This design comes from an exercise in tuning for a short achievable clock period and few clock cycles on the open sky130 flow, not from production work.
Function was checked by simulation only, so behaviour that the tests miss may differ from the original.
Power is estimated from default activity; no workload was simulated.

File: flow/config.mk
export PLATFORM = sky130hd
export DESIGN_NAME = lc4_pipeline
export DESIGN_NICKNAME = lc4_pipeline
export VERILOG_FILES = /design/flow/design.v
export SDC_FILE = /design/flow/constraint.sdc
export NUM_CORES = 4
export LEC_CHECK = 0
export ABC_CLOCK_PERIOD_IN_PS = 2000
export CAP_MARGIN = 20
export CORE_MARGIN = 2
export CORE_UTILIZATION = 40
export SETUP_SLACK_MARGIN = 4.3
export SLEW_MARGIN = 20
export TNS_END_PERCENT = 100
File: flow/constraint.sdc
create_clock -name core_clock -period 6.5 [get_ports {gwe}]
set_input_delay 1.3000 -clock core_clock [delete_from_list [all_inputs] [get_ports {gwe}]]
set_output_delay 1.3000 -clock core_clock [all_outputs]
set_load 0.01 [all_outputs]
File: flow/design.v
`default_nettype none
module lc4_add16 (
   input  wire [15:0] a,
   input  wire [15:0] b,
   input  wire        cin,
   output wire [15:0] s
);
   logic [15:0] g [5];
   logic [15:0] p [5];
   logic [15:0] c;
   always_comb begin
      g[0] = a & b;
      p[0] = a ^ b;
      g[0][0] = (a[0] & b[0]) | ((a[0] ^ b[0]) & cin);
      for (int l = 0; l < 4; l++) begin
         for (int i = 0; i < 16; i++) begin
            if (i >= (1 << l)) begin
               g[l+1][i] = g[l][i] | (p[l][i] & g[l][i - (1 << l)]);
               p[l+1][i] = p[l][i] & p[l][i - (1 << l)];
            end else begin
               g[l+1][i] = g[l][i];
               p[l+1][i] = p[l][i];
            end
         end
      end
      c = {g[4][14:0], cin};
   end
   assign s = p[0] ^ c;
endmodule
`default_nettype wire
`default_nettype none
module lc4_pipeline (
   input  wire         gwe,
   input  wire         i_rst_n,
   output logic [15:0] o_cur_pc,
   input  wire  [15:0] i_cur_insn,
   output logic [15:0] o_dmem_addr,
   input  wire  [15:0] i_cur_dmem_data,
   output logic        o_dmem_we,
   output logic [15:0] o_dmem_towrite,
   output logic [15:0] o_retire_pc,
   output logic [15:0] o_retire_insn,
   output logic [1:0]  o_retire_stall,
   output logic        o_retire_rd_we,
   output logic [2:0]  o_retire_rd,
   output logic [15:0] o_retire_rd_data,
   output logic        o_retire_nzp_we,
   output logic [2:0]  o_retire_nzp,
   output logic        o_retire_dmem_we,
   output logic [15:0] o_retire_dmem_addr,
   output logic [15:0] o_retire_dmem_data
);
   localparam logic [15:0] PC_RESET = 16'h8200;
   localparam int          NBTB     = 4;
   logic [15:0] pc_q;
   logic              btb_v   [NBTB];
   logic [15:0]       btb_tag [NBTB];
   logic [15:0]       btb_tgt [NBTB];
   logic [1:0]        btb_rr;
   logic        d_valid;
   logic [15:0] d_pc;
   logic [15:0] d_pc1;
   logic [15:0] d_insn;
   logic        d_pred;
   logic [15:0] d_ptgt;
   logic [1:0]  d_bidx;
   logic        d_is_br, d_is_sum, d_is_sub, d_is_addi, d_is_and, d_is_or;
   logic        d_is_ld, d_is_st, d_is_const, d_writes, d_validop, d_is_mem, d_is_dec;
   logic [15:0] d_rsv, d_rtv, d_sdv;
   logic        d_byp_rs, d_byp_rt, d_byp_sd;
   logic        x_valid;
   logic [1:0]  x_kind;       
   logic [15:0] x_pc;
   logic [15:0] x_pc1;
   logic [15:0] x_insn;
   logic [15:0] x_target;
   logic        x_op_sum;
   logic        x_op_diff;
   logic        x_op_and;
   logic        x_op_or;
   logic        x_op_dec;
   logic        x_wr;         
   logic [2:0]  x_rd;
   logic [7:0]  x_rd_oh;      
   logic [2:0]  x_rdf;        
   logic        x_ld;
   logic        x_st;         
   logic        x_mem;
   logic        x_br;
   logic [2:0]  x_mask;
   logic        x_pred;
   logic        x_tmis;
   logic        x_bhit;
   logic [1:0]  x_bidx;
   logic [15:0] x_a;
   logic [15:0] x_b;
   logic [15:0] x_s;
   logic [15:0] x_addr;
   logic [15:0] rf [8];
   logic [2:0]  nzp_q;
   logic [NBTB-1:0] f_hitv;
   logic            f_hit;
   logic [15:0]     f_tgt;
   logic [1:0]      f_idx;
   logic [15:0]     f_pc1;
   always_comb begin
      f_tgt = '0;
      f_idx = '0;
      for (int i = 0; i < NBTB; i++) begin
         f_hitv[i] = btb_v[i] && (btb_tag[i] == pc_q);
         f_tgt     = f_tgt | (f_hitv[i] ? btb_tgt[i] : 16'd0);
         f_idx     = f_idx | (f_hitv[i] ? i[1:0] : 2'd0);
      end
      f_hit = |f_hitv;
   end
   lc4_add16 u_pc_inc (.a(pc_q), .b(16'd0), .cin(1'b1), .s(f_pc1));
   assign o_cur_pc = pc_q;
   logic [15:0] in;
   logic [3:0]  in_opc;
   logic [2:0]  in_rs, in_rt, in_sd;
   logic        in_is_br, in_is_add, in_is_sub, in_is_addi, in_is_and, in_is_or;
   logic        in_is_ld, in_is_st, in_is_const, in_writes;
   assign in     = i_cur_insn;
   assign in_opc = in[15:12];
   assign in_sd  = in[11:9];
   assign in_rs  = in[8:6];
   assign in_rt  = in[2:0];
   assign in_is_br    = (in_opc == 4'b0000) && (in[11:9] != 3'b000);
   assign in_is_add   = (in_opc == 4'b0001) && (in[5:3] == 3'b000);
   assign in_is_sub   = (in_opc == 4'b0001) && (in[5:3] == 3'b010);
   assign in_is_addi  = (in_opc == 4'b0001) && in[5];
   assign in_is_and   = (in_opc == 4'b0101) && (in[5:3] == 3'b000);
   assign in_is_or    = (in_opc == 4'b0101) && (in[5:3] == 3'b010);
   assign in_is_ld    = (in_opc == 4'b0110);
   assign in_is_st    = (in_opc == 4'b0111);
   assign in_is_const = (in_opc == 4'b1001);
   assign in_writes   = in_is_add || in_is_sub || in_is_addi || in_is_and || in_is_or ||
                        in_is_ld || in_is_const;
   logic [2:0]  d_rs, d_rt, d_rdi;
   logic [15:0] d_imm5, d_imm6, d_imm9;
   logic [15:0] d_target;
   logic [15:0] d_addr;
   logic        d_stall;
   logic        d_resolvable, d_taken, d_dir;
   logic [2:0]  d_nzp;
   assign d_rdi = d_insn[11:9];
   assign d_rs  = d_insn[8:6];
   assign d_rt  = d_insn[2:0];
   assign d_imm5 = {{11{d_insn[4]}}, d_insn[4:0]};
   assign d_imm6 = {{10{d_insn[5]}}, d_insn[5:0]};
   assign d_imm9 = {{7{d_insn[8]}}, d_insn[8:0]};
   lc4_add16 u_target (.a(d_pc1), .b(d_imm9), .cin(1'b0), .s(d_target));
   lc4_add16 u_agu    (.a(d_rsv), .b(d_imm6), .cin(1'b0), .s(d_addr));
   assign d_stall = d_valid && d_is_mem && d_byp_rs;
   logic [15:0] x_sum, x_diff, x_and, x_or, x_alu, x_res;
   logic        x_z_sum, x_z_diff, x_z_and, x_z_or, x_z_alu, x_z;
   logic        x_n;
   logic [2:0]  x_nzp;
   logic [2:0]  x_nzp_fast;
   logic        x_fast;
   logic        x_taken;
   logic        x_mispred;
   logic [15:0] x_fix_pc;
   logic [15:0] ld_data;
   assign ld_data = i_cur_dmem_data;
   lc4_add16 u_sum  (.a(x_a), .b(x_b),  .cin(1'b0), .s(x_sum));
   lc4_add16 u_diff (.a(x_a), .b(~x_b), .cin(1'b1), .s(x_diff));
   assign x_and  = x_a & x_b;
   assign x_or   = x_a | x_b;
   assign x_alu = ({16{x_op_sum}}  & x_sum)  | ({16{x_op_diff}} & x_diff) |
                  ({16{x_op_and}}  & x_and)  | ({16{x_op_or}}   & x_or);
   assign x_z_sum  = &((x_a ^ x_b) ~^ {x_a[14:0] | x_b[14:0], 1'b0});
   assign x_z_diff = (x_a == x_b);
   assign x_z_and  = ~|x_and;
   assign x_z_or   = ~|x_or;
   assign x_z_alu  = (x_op_sum && x_z_sum) || (x_op_diff && x_z_diff) ||
                     (x_op_and && x_z_and) || (x_op_or && x_z_or) ||
                     !(x_op_sum || x_op_diff || x_op_and || x_op_or);
   assign x_res = x_ld ? ld_data : x_alu;
   assign x_z   = x_ld ? ~|ld_data : x_z_alu;
   assign x_n   = x_res[15];
   assign x_nzp = {x_n, x_z, !x_n && !x_z};
   logic x_fn, x_fz;
   always_comb begin
      x_fn = 1'b0;
      x_fz = 1'b0;
      if (x_op_and) begin
         x_fn = x_a[15] & x_b[15];
         x_fz = x_z_and;
      end
      if (x_op_or) begin
         x_fn = x_a[15] | x_b[15];
         x_fz = x_z_or;
      end
      if (x_op_dec) begin
         x_fn = (x_a == 16'd0) || (x_a[15] && (x_a[14:0] != 15'd0));
         x_fz = (x_a == 16'd1);
      end
      if (x_ld) begin
         x_fn = ld_data[15];
         x_fz = ~|ld_data;
      end
   end
   assign x_fast     = x_op_and || x_op_or || x_op_dec || x_ld;
   assign x_nzp_fast = {x_fn, x_fz, !x_fn && !x_fz};
   assign x_taken   = x_br && |(x_mask & nzp_q);
   assign x_mispred = x_valid && ((x_taken != x_pred) || (x_taken && x_tmis));
   assign x_fix_pc  = x_taken ? x_target : x_pc1;
   assign d_resolvable = !x_wr || x_fast;
   assign d_nzp        = x_wr ? x_nzp_fast : nzp_q;
   assign d_taken      = |(d_rdi & d_nzp);
   assign d_dir        = d_is_br && (d_resolvable ? d_taken : (d_pred || d_insn[8]));
   assign o_dmem_addr    = x_addr;
   assign o_dmem_we      = x_st;
   assign o_dmem_towrite = x_s;
   logic x_take;    
   logic d_load;    
   assign x_take = d_valid && !d_stall && !x_mispred;
   assign d_load = !d_stall;
   logic [15:0] f_next, pc_c1, pc_c0, pc_next;
   logic        dv_c1, dv_c0, dv_next;
   assign f_next = f_hit ? f_tgt : f_pc1;
   always_comb begin
      if (x_mispred) begin
         pc_c1 = x_fix_pc;
         pc_c0 = x_fix_pc;
         dv_c1 = 1'b0;
         dv_c0 = 1'b0;
      end else if (d_stall) begin
         pc_c1 = pc_q;
         pc_c0 = pc_q;
         dv_c1 = d_valid;
         dv_c0 = d_valid;
      end else begin
         pc_c1 = (d_valid && !d_pred) ? d_target : f_next;
         dv_c1 = !(d_valid && !d_pred);
         pc_c0 = (d_valid && d_pred) ? d_pc1 : f_next;
         dv_c0 = !(d_valid && d_pred);
      end
   end
   assign pc_next = d_dir ? pc_c1 : pc_c0;
   assign dv_next = d_dir ? dv_c1 : dv_c0;
   always_ff @(posedge gwe or negedge i_rst_n) begin
      if (!i_rst_n) begin
         pc_q    <= PC_RESET;
         d_valid <= 1'b0;
      end else begin
         pc_q    <= pc_next;
         d_valid <= dv_next;
      end
   end
   always_ff @(posedge gwe) begin
      if (d_load) begin
         d_pc       <= pc_q;
         d_pc1      <= f_pc1;
         d_insn     <= in;
         d_pred     <= f_hit;
         d_ptgt     <= f_tgt;
         d_bidx     <= f_idx;
         d_is_br    <= in_is_br;
         d_is_sum   <= in_is_add || in_is_addi;
         d_is_sub   <= in_is_sub;
         d_is_addi  <= in_is_addi;
         d_is_and   <= in_is_and;
         d_is_or    <= in_is_or || in_is_const;
         d_is_ld    <= in_is_ld;
         d_is_st    <= in_is_st;
         d_is_const <= in_is_const;
         d_writes   <= in_writes;
         d_validop  <= in_writes || in_is_st;
         d_is_mem   <= in_is_ld || in_is_st;
         d_is_dec   <= in_is_addi && (in[4:0] == 5'b11111);
      end
   end
   logic [2:0] r_rs, r_rt, r_sd;
   assign r_rs = d_load ? in_rs : d_rs;
   assign r_rt = d_load ? in_rt : d_rt;
   assign r_sd = d_load ? in_sd : d_rdi;
   always_ff @(posedge gwe) begin
      d_rsv <= (x_wr && x_rd == r_rs) ? x_res : rf[r_rs];
      d_rtv <= (x_wr && x_rd == r_rt) ? x_res : rf[r_rt];
      d_sdv <= (x_wr && x_rd == r_sd) ? x_res : rf[r_sd];
   end
   always_ff @(posedge gwe or negedge i_rst_n) begin
      if (!i_rst_n) begin
         d_byp_rs <= 1'b0;
         d_byp_rt <= 1'b0;
         d_byp_sd <= 1'b0;
      end else begin
         d_byp_rs <= x_take && d_writes && (d_rdi == in_rs);
         d_byp_rt <= x_take && d_writes && (d_rdi == in_rt);
         d_byp_sd <= x_take && d_writes && (d_rdi == in_sd);
      end
   end
   always_ff @(posedge gwe or negedge i_rst_n) begin
      if (!i_rst_n) begin
         x_valid  <= 1'b0;
         x_kind   <= 2'd2;
         x_op_sum <= 1'b0;
         x_op_diff<= 1'b0;
         x_op_and <= 1'b0;
         x_op_or  <= 1'b0;
         x_op_dec <= 1'b0;
         x_wr     <= 1'b0;
         x_rd     <= 3'd0;
         x_rd_oh  <= 8'd0;
         x_rdf    <= 3'd0;
         x_ld     <= 1'b0;
         x_st     <= 1'b0;
         x_mem    <= 1'b0;
         x_br     <= 1'b0;
         x_mask   <= 3'd0;
         x_pred   <= 1'b0;
         x_tmis   <= 1'b0;
         x_bhit   <= 1'b0;
         x_bidx   <= 2'd0;
         x_addr   <= 16'd0;
         x_s      <= 16'd0;
      end else begin
         x_valid  <= x_take;
         x_kind   <= (d_stall && !x_mispred) ? 2'd3 : 2'd2;
         x_op_sum <= x_take && d_is_sum;
         x_op_diff<= x_take && d_is_sub;
         x_op_and <= x_take && d_is_and;
         x_op_or  <= x_take && d_is_or;
         x_op_dec <= x_take && d_is_dec;
         x_wr     <= x_take && d_writes;
         x_rd     <= d_rdi;
         for (int i = 0; i < 8; i++) x_rd_oh[i] <= x_take && d_writes && (d_rdi == i[2:0]);
         x_rdf    <= d_validop ? d_rdi : 3'd0;
         x_ld     <= x_take && d_is_ld;
         x_st     <= x_take && d_is_st;
         x_mem    <= x_take && d_is_mem;
         x_br     <= x_take && d_is_br;
         x_mask   <= d_rdi;
         x_pred   <= x_take && d_dir;
         x_tmis   <= d_pred && (d_ptgt != d_target);
         x_bhit   <= x_take && d_pred;
         x_bidx   <= d_bidx;
         x_addr   <= d_addr;
         x_s      <= d_byp_sd ? x_res : d_sdv;
      end
   end
   always_ff @(posedge gwe) begin
      x_pc     <= d_pc;
      x_pc1    <= d_pc1;
      x_insn   <= d_insn;
      x_target <= d_target;
      x_a      <= d_is_const ? 16'd0 : (d_byp_rs ? x_res : d_rsv);
      x_b      <= d_is_addi  ? d_imm5 :
                  d_is_const ? d_imm9 :
                  (d_byp_rt ? x_res : d_rtv);
   end
   always_ff @(posedge gwe or negedge i_rst_n) begin
      if (!i_rst_n) begin
         for (int i = 0; i < 8; i++) rf[i] <= 16'd0;
         nzp_q <= 3'b000;
      end else begin
         for (int i = 0; i < 8; i++) begin
            if (x_rd_oh[i]) rf[i] <= x_res;
         end
         if (x_wr) nzp_q <= x_nzp;
      end
   end
   logic       btb_ins;
   logic [1:0] btb_way;
   assign btb_ins = x_valid && x_taken && (!x_bhit || x_tmis);
   assign btb_way = x_bhit ? x_bidx : btb_rr;
   always_ff @(posedge gwe or negedge i_rst_n) begin
      if (!i_rst_n) begin
         for (int i = 0; i < NBTB; i++) btb_v[i] <= 1'b0;
         btb_rr <= 2'd0;
      end else if (btb_ins) begin
         btb_v[btb_way] <= 1'b1;
         if (!x_bhit) btb_rr <= btb_rr + 2'd1;
      end else if (x_valid && !x_taken && x_bhit) begin
         btb_v[x_bidx] <= 1'b0;
      end
   end
   always_ff @(posedge gwe) begin
      if (btb_ins) begin
         btb_tag[btb_way] <= x_pc;
         btb_tgt[btb_way] <= x_target;
      end
   end
   logic [2:0]  x_st_nzp;
   assign x_st_nzp = (x_addr == 16'd0) ? 3'b010 : (x_addr[15] ? 3'b100 : 3'b001);
   always_ff @(posedge gwe or negedge i_rst_n) begin
      if (!i_rst_n) begin
         o_retire_stall     <= 2'd2;
         o_retire_pc        <= 16'd0;
         o_retire_insn      <= 16'd0;
         o_retire_rd_we     <= 1'b0;
         o_retire_rd        <= 3'd0;
         o_retire_rd_data   <= 16'd0;
         o_retire_nzp_we    <= 1'b0;
         o_retire_nzp       <= 3'b000;
         o_retire_dmem_we   <= 1'b0;
         o_retire_dmem_addr <= 16'd0;
         o_retire_dmem_data <= 16'd0;
      end else begin
         o_retire_stall     <= x_valid ? 2'd0 : x_kind;
         o_retire_pc        <= x_pc;
         o_retire_insn      <= x_insn;
         o_retire_rd_we     <= x_wr;
         o_retire_rd        <= x_rdf;
         o_retire_rd_data   <= x_st ? x_addr : x_res;
         o_retire_nzp_we    <= x_wr;
         o_retire_nzp       <= x_st ? x_st_nzp : x_nzp;
         o_retire_dmem_we   <= x_st;
         o_retire_dmem_addr <= x_mem ? x_addr : 16'd0;
         o_retire_dmem_data <= x_st ? x_s : (x_ld ? ld_data : 16'd0);
      end
   end
endmodule
`default_nettype wire
File: flow/run.sh
#!/bin/bash
# synth_recipe.tcl (not shown) runs the flow's synth.tcl, then flattens the netlist and writes it again
# the make line also repeats each setting of config.mk as NAME=value (left out here)
make -C /OpenROAD-flow-scripts/flow DESIGN_CONFIG=/design/flow/config.mk WORK_HOME=/design/flow/orfs CLKGATE_MAP_FILE= SYNTH_SCRIPT=/design/flow/synth_recipe.tcl finish
==> flow_summary_export.csv <==
group,metric,value,unit
hold_path,min-delay-start,"x_insn[0]",
layout,final_layout_size_suffix_gt1_frac,0.4254,
layout,largest-register,"rf",
drt,remaining_drc_errors,0,
layout,number_of_flip_flops_under_the_largest_register_name,128,
power,power_density,382.8,nW/um^2
placed_design,post_place_instance_area,35960,um^2
cts,numCtsBuffers,73,
layout,filler_cell_count,6395,
cts,cts-htree-levels,3,
die,placement_rows,104,
synthesis,postSynthRegisterBits,662,
cts,cts_num_sinks,662,
layout,top_regs,"rf (128), btb_tag (64), btb_tgt (64)",
die,initial_utilization,0.4036,
synthesis,synth_enable_flop_cells,208,
timing,period_minus_slack,3.131,ns
global_route,groute.usage.overall,0.3279,
timing,timing_max_transition_violations_final,0,
die,die_w,289.1,um
synthesis,synth_top_area_frac,0.2363,
synthesis,synthesis.instances,3030,
die,i_o_pins,174,
placed_design,port_buffers,173,
timing,fmax,319.4,MHz
synthesis,post_synth_main_area_contributors,"sky130_fd_sc_hd__dfrtp_1 (24%), sky130_fd_sc_hd__edfxtp_1 (19%), sky130_fd_sc_hd__dfxtp_1 (8.9%)",
timing,clock-skew-final,0.02472,ns
synthesis,synth_flop_cell,"sky130_fd_sc_hd__dfrtp_1",
placed_design,place_congestion,0.9472,
timing,grt_setup_unrepaired,"yes",
die,die_area,83570,um^2
drt,wl_per_cell,30.32,um
cts,clk_latency,0.65,ns
layout,sequential_cell_area,17020,um^2
cts,cts_tree,"done",
synthesis,synth_top_area_cell,"sky130_fd_sc_hd__dfrtp_1",
critical_path,cp_data_required_time,7.01,ns
cts,cts_max_path_buffers,3,
drt,top_signal_layer_used,"met5",
die,core_area,80550,um^2
timing,timing.setup.tns,0,ns
drt,route.antenna.remaining_nets,0,
layout,layoutNonFillerInstCount,4700,
layout,nets,3694,
layout,design_area,46500,um^2
critical_path,timing.rr.start,"x_a[1]",
timing,layout_worst_path_cycle_share,0.4817,
synthesis,synth.yosys.seq_area_share,0.5195,
synthesis,yosysMostFrequentCell,"sky130_fd_sc_hd__nand2_1",
critical_path,arrival,3.65,ns
drt,met2RoutedLength,60030,um
synthesis,synth_fp_nets,3146,
power,irDropWorstVdd,189.5,uV
hold_path,min_path_type,"flop to flop",
synthesis,avgSynthCellArea,10.73,um^2
layout,finalCoreUtilization,0.5773,
critical_path,path_class,"flop to flop",
timing,hold_viol,0,
power,power.static_leakage,0.01890,uW
layout,flow.area_growth_from_synthesis,43.04,%
cts,cts.root.buffer_cell,"sky130_fd_sc_hd__clkbuf_16",
cts,clkTransAtPathRegs,0.06,ns
global_route,grt_pass1_vias,28698,
drt,met1_length,56500,um
synthesis,synth_commonest_cells,"sky130_fd_sc_hd__nand2_1 (396), sky130_fd_sc_hd__dfrtp_1 (307), sky130_fd_sc_hd__edfxtp_1 (208)",
drt,routed-via-count,29822,
critical_path,setup.worst_path.start,"x_a[1]",
drt,via_to_cell_ratio,6.345,
synthesis,ys_async_sr_fraction,0.4683,
global_route,final_global_route_overflow_total,0,
timing,timing.max_slew.rel_slack,0.1589,
timing,timing_worst_slew_pin_value,1.262,ns
synthesis,synth-warning-count,6,
timing,final-setup-viol-count,0,
synthesis,netlist_area,32510,um^2
drt,drt-pass1-iter-count,6,
critical_path,worst_setup_start_kind,"flop",
placed_design,place_inst,4125,
synthesis,post_synth_num_cell_types,104,
layout,multiInputGateArea,18790,um^2
critical_path,critical_path.max_fanout,3,
global_route,grt_antenna_before_repair,6,
critical_path,critPathCaptureType,"flop",
run_status,status,"timing/DRC/antenna clean",
placed_design,post-dp-hpwl,80930,um
global_route,pin_count_of_the_biggest_net_entering_global_routing,140,
drt,drt_wl_total,142500,um
cts,postCtsHoldBufs,0,
flow_run,max_cap_check_violation_count,0,
die,dieHeight,289.1,um
drt,drt_iter0_drc,4124,
global_route,grt_pass1_wl,200500,um
drt,met3RoutedLength,19850,um
==> critical path, stage by stage, from the launching register on <==
cell and delay [ns]:
sky130_fd_sc_hd__dfxtp_4 0.37, sky130_fd_sc_hd__inv_4 0.04, sky130_fd_sc_hd__ha_4 0.23, sky130_fd_sc_hd__or2_4 0.24
sky130_fd_sc_hd__a221oi_4 0.33, sky130_fd_sc_hd__buf_4 0.19, sky130_fd_sc_hd__o311ai_4 0.12, sky130_fd_sc_hd__a2111oi_4 0.43
sky130_fd_sc_hd__or4_4 0.21, sky130_fd_sc_hd__nand3_4 0.14, sky130_fd_sc_hd__buf_12 0.21, sky130_fd_sc_hd__o31ai_4 0.23
sky130_fd_sc_hd__buf_6 0.18, sky130_fd_sc_hd__mux2i_1 0.08
==> metrics by stage <==
step | power, uW | hold slack (ns) | worst slack, ns
2_1_floorplan | 9019 | 0.3163 | 3.487
3_3_place_gp | 10780 | 0.3195 | 2.157
3_5_place_dp | 10880 | 0.3202 | 2.162
4_1_cts | 16880 | 0.3239 | 3.394
5_1_grt | 18360 | 0.3339 | 3.316
6_report | 17800 | 0.3214 | 3.369
==> cells by family after synthesis <==
family | after synthesis | share of synthesized area
multiplexers | 220 | 0.08159
AO/OA/AOI/OAI | 621 | 0.1338
adder cells (fa/ha/maj) | 82 | 0.03225
AND/OR/NAND/NOR | 991 | 0.1464
flip-flops | 662 | 0.5195
XOR/XNOR | 164 | 0.04418
buffers and inverters | 290 | 0.04222
==> power by group <==
group / leakage (uW) / internal (uW) / switching (uW)
Clock: 0.00115 / 2350 / 1830
Combinational: 0.0105 / 3450 / 3880
Sequential: 0.00727 / 5310 / 985
Total: 0.0189 / 11100 / 6700
==> layout by cell type (no fill, tap or decap), types with 30 or more instances in the layout <==
master,instances
sky130_fd_sc_hd__xnor2_1,76
sky130_fd_sc_hd__mux2_2,49
sky130_fd_sc_hd__a21oi_1,79
sky130_fd_sc_hd__nand3_1,79
sky130_fd_sc_hd__dfxtp_1,117
sky130_fd_sc_hd__dfrtp_1,271
sky130_fd_sc_hd__buf_2,75
sky130_fd_sc_hd__nand4_1,61
sky130_fd_sc_hd__o21ai_1,50
sky130_fd_sc_hd__nand2_1,362
sky130_fd_sc_hd__o21ai_0,30
sky130_fd_sc_hd__nor2_1,110
sky130_fd_sc_hd__mux2_4,114
sky130_fd_sc_hd__clkbuf_16,78
sky130_fd_sc_hd__xor2_1,63
sky130_fd_sc_hd__buf_6,193
sky130_fd_sc_hd__edfxtp_1,208
sky130_fd_sc_hd__buf_12,57
sky130_fd_sc_hd__inv_1,78
sky130_fd_sc_hd__buf_4,262
sky130_fd_sc_hd__ha_4,36
==> layer usage <==
| metal | global-route usage | vias to the layer above |
|---|---|---|
| met5 | 0.009091 | - |
| li1 | - | 12210 |
| met2 | 0.4721 | 2216 |
| met4 | 0.1226 | 6 |
| met1 | 0.4567 | 14903 |
| met3 | 0.1091 | 487 |
==> worst paths after layout <==
check,slack (ns),endpoint,cells after the start
worst max-delay path,3.37,d_sdv[15],13
worst min-delay path,0.32,o_retire_insn[0],0
worst max register to register,3.37,d_sdv[15],13
worst min register to register,0.32,o_retire_insn[0],0
max in group asynchronous,4.54,rf[5][14],2
min in group asynchronous,0.60,o_retire_pc[10],1
==> layout make-up <==
class,count,area share
Clock buffer,109,0.04437
Inverter,99,0.008960
Tap cell,1060,0.02852
Clock inverter,27,0.006699
Sequential cell,662,0.3661
Timing Repair Buffer,635,0.1400
Timing Repair inverter,5,0.001238
Multi-Input combinational cell,2102,0.4041
Antenna cell,1,0.00005381
==> timing repair <==
action                                  4_1_cts  5_1_grt
gates resized for setup                    1397      317
gates cloned                                 42        8
buffers inserted                            321       67
pin swaps                                   195      145
endpoints found under the setup margin      614      561
Testbench counts, summed over its fixed seeds: cycles 24,074.

## static timing again, ports no longer ideal
The flow's constraints put no driver on any port. The routed layout listed below was extracted and timed again, unchanged, in two steps.
Step 1 (the two cells are an assumption about what drives the block):
set clk [get_ports {gwe}]
set_driving_cell -lib_cell sky130_fd_sc_hd__clkbuf_16 $clk
set_driving_cell -lib_cell sky130_fd_sc_hd__buf_2 [delete_from_list [all_inputs] $clk]
Step 2, shift: input delay + t, output delay - t, t = (earliest + latest rising clock arrival at the registers) / 2. This alone moves slack from input paths to output paths.
a / b / c = no drivers / after step 1 / after step 2; a / b = the first two.
shift t [ns]: 0.704
setup WS [ns]: 3.369 / 3.369 / 2.941
worst setup path at the end: input to register
worst register clock-pin slew, ns: 0.07 / 0.07
After both steps setup and hold are still met in this run. For this run, drivers alone change the setup slack by 0.000 ns; drivers and shift together by -0.428 ns.
